This design comes from an exercise in tuning for small area on the open sky130 flow, not from production work. Function was checked by simulation only, so behaviour that the tests miss may differ from the original. Power is estimated from default activity; no workload was simulated.

// br_predictor_btb
module br_predictor_btb
#(
   parameter  int ENTRIES = 16,
   parameter  int HIST_W  = 4,
   localparam int IDX_W   = $clog2(ENTRIES)
) (
   input  logic              CLK,
   input  logic              nRST,
   input  logic [31:0]       lookup_pc,
   output logic              hit,
   output logic              predict,
   output logic [31:0]       pred_target,
   output logic [HIST_W-1:0] pred_hist,
   input  logic              pc_en,
   input  logic              upd_valid,
   input  logic [31:0]       upd_pc,
   input  logic              upd_taken,
   input  logic [31:0]       upd_target,
   input  logic              upd_pred,
   input  logic [HIST_W-1:0] upd_hist,
   output logic [31:0]       br_count,
   output logic [31:0]       mispred_count
);
==> flow/config.mk <==
export PLATFORM = sky130hd
export DESIGN_NAME = br_predictor_btb
export DESIGN_NICKNAME = br_predictor_btb
export VERILOG_FILES = /design/flow/design.v
export SDC_FILE = /design/flow/constraint.sdc
export NUM_CORES = 4
export LEC_CHECK = 0
export CAP_MARGIN = 10
export CORE_MARGIN = 2
export CORE_UTILIZATION = 65
export SETUP_SLACK_MARGIN = 0.1
export SLEW_MARGIN = 10
export SYNTH_HIERARCHICAL = 1
==> flow/constraint.sdc <==
create_clock -name core_clock -period 7.0 [get_ports {CLK}]
set_input_delay 1.4000 -clock core_clock [delete_from_list [all_inputs] [get_ports {CLK}]]
set_output_delay 1.4000 -clock core_clock [all_outputs]
set_load 0.01 [all_outputs]
standard.sh (not shown) runs the stock make flow with config.mk's settings and CLKGATE_MAP_FILE= SYNTH_SCRIPT=/design/flow/synth_recipe.tcl, a recipe that flattens the netlist after the stock synthesis.
==> flow/flow/run.sh <==
#!/bin/bash
# Standard layout with the port buffers made of the smallest buffer and
# a clock tree of larger sink clusters without dummy loads.
export BUFFER_PORTS_ARGS="-buffer_cell sky130_fd_sc_hd__buf_1"
export CTS_ARGS="-sink_clustering_enable -repair_clock_nets -sink_clustering_size 28 -sink_clustering_max_diameter 80 -dont_use_dummy_load"
bash standard.sh > standard.log 2>&1
Rerun with:
- CORE_UTILIZATION: 65 -> 60
- SETUP_SLACK_MARGIN: 0.1 -> 0.3
=> Via count falls by 0.30%. Cell area goes up by 0.81%. Utilization went down by 4.2 points. Worst setup slack improves by 110 ps. Maximum frequency came out higher by 1.7%. Sequential power is about the same. Worst hold slack is about the same. First-iteration DRC count came out lower by 6.6%. Routed wire length grows by 1.5%. Clock skew came out higher by 49 ps. Combinational power hardly moves.

br_predictor_btb, a different RTL version from the one above (not shown whole).
For scale: about 2800 cells after synthesis, roughly 44000 sq um of cells after synthesis.
Settings: LEC_CHECK=0, CAP_MARGIN=20, CORE_MARGIN=2, CORE_UTILIZATION=40, SETUP_SLACK_MARGIN=0.3, SLEW_MARGIN=20; clock period 7.0 ns.
run.sh (not shown) runs the stock make flow with config.mk's settings and CLKGATE_MAP_FILE= SYNTH_SCRIPT=/design/flow/synth_recipe.tcl, a recipe that flattens the netlist after the stock synthesis.
Stock flow here: none of the scripts above is used.
The starting point produced a clean layout.
Then changed:
Settings changed: CTS_CLUSTER_DIAMETER from default to 80, CTS_CLUSTER_SIZE from default to 22.
Worst setup slack gets worse by 77 ps; combinational power is about the same; area after synthesis stays the same; power fell by 14%; wire length goes down by 0.37%; global-route usage came out lower by 0.28 points; worst hold slack gets better by 3.5 ps; final cell count decreases by 2.2%.
Then changed:
==> flow/flow/run.sh (new file) <==
#!/bin/bash
# Standard layout with the port buffers made of the smallest buffer and
# a clock tree of larger sink clusters without dummy loads.
export BUFFER_PORTS_ARGS="-buffer_cell sky130_fd_sc_hd__buf_1"
export CTS_ARGS="-sink_clustering_enable -repair_clock_nets -sink_clustering_size 22 -sink_clustering_max_diameter 80 -dont_use_dummy_load"
bash standard.sh > standard.log 2>&1
==> flow/standard.sh (new file) <==
#!/bin/bash
# synth_recipe.tcl (not shown) runs the flow's synth.tcl, then flattens the netlist and writes it again
# the make line also repeats each setting of config.mk as NAME=value (left out here)
make -C /OpenROAD-flow-scripts/flow DESIGN_CONFIG=/design/flow/config.mk WORK_HOME=/design/flow/orfs CLKGATE_MAP_FILE= SYNTH_SCRIPT=/design/flow/synth_recipe.tcl "${@:-finish}"
Settings changed: CAP_MARGIN 20 to 10, CORE_UTILIZATION 40 to 60, CTS_CLUSTER_DIAMETER 80 to default, CTS_CLUSTER_SIZE 22 to default, SLEW_MARGIN 20 to 10.
removed: flow/run.sh
- flip-flop and latch count is unchanged
- design area decreases by a few percent
- via count is about the same
- worst hold slack is about the same
- core utilization increases by 20 points
- register-to-register slack barely changes
- cell count decreases by roughly a tenth
- sequential share of layout area increases by 3.0 points
- wire length decreases by a little under a tenth
- non-clock buffer count increases by 16
- total power decreases by a few percent
Then changed:
==> flow/flow/run.sh (replaced) <==
#!/bin/bash
# Standard layout with the port buffers made of the smallest buffer and
# a clock tree of larger sink clusters without dummy loads.
export BUFFER_PORTS_ARGS="-buffer_cell sky130_fd_sc_hd__buf_1"
export CTS_ARGS="-sink_clustering_enable -repair_clock_nets -sink_clustering_size 28 -sink_clustering_max_diameter 80 -dont_use_dummy_load"
bash standard.sh > standard.log 2>&1
Settings changed: CAP_MARGIN 10 to 0, SETUP_SLACK_MARGIN 0.3 to 0.15, SLEW_MARGIN 10 to 0.
Outcome: The new run passed the timing, design-rule and antenna checks; via count barely changes; setup slack got worse by 92 ps; routed wire length came out higher by 0.51%; non-clock buffer count rose by 1; fmax decreases by 1.3%; cell area decreases by 0.33%.

port drivers added, routing unchanged:
The flow's constraints put no driver on any port. The routed layouts listed below were extracted and timed again, unchanged, in two steps.
Step 1, drivers: a clkbuf_16 drives CLK and a buf_2 each remaining input, both assumed.
Step 2, shift: input delay + t, output delay - t, t = (earliest + latest rising clock arrival at the registers) / 2. This alone moves slack from input paths to output paths.
Three values: no drivers, after step 1, after step 2; two values: the first two.
run	shift t [ns]	slack for setup (ns)	worst setup path after step 2	worst data-port slew with drivers (ns)	pins driven straight from the clock port
the first run of note 1	0.698	0.271 / 0.140 / -0.337	input to register	0.16	1
the second run of note 1	0.695	0.384 / 0.297 / -0.103	input to register	0.18	1
the first run of note 2	0.786	0.249 / 0.226 / 0.226	input to output	0.17	1
the second run of note 2	0.801	0.172 / 0.145 / 0.145	input to output	0.16	1
the third run of note 2	0.712	0.287 / 0.264 / 0.264	input to output	0.14	1
the fourth run of note 2	0.708	0.196 / 0.168 / 0.168	input to output	0.13	1
With both steps, setup timing fails in the first run of note 1 and the second run of note 1, where it was met with ideal ports. For the first run of note 1, which loses most, drivers alone change the setup slack by -0.131 ns; drivers and shift together by -0.608 ns.
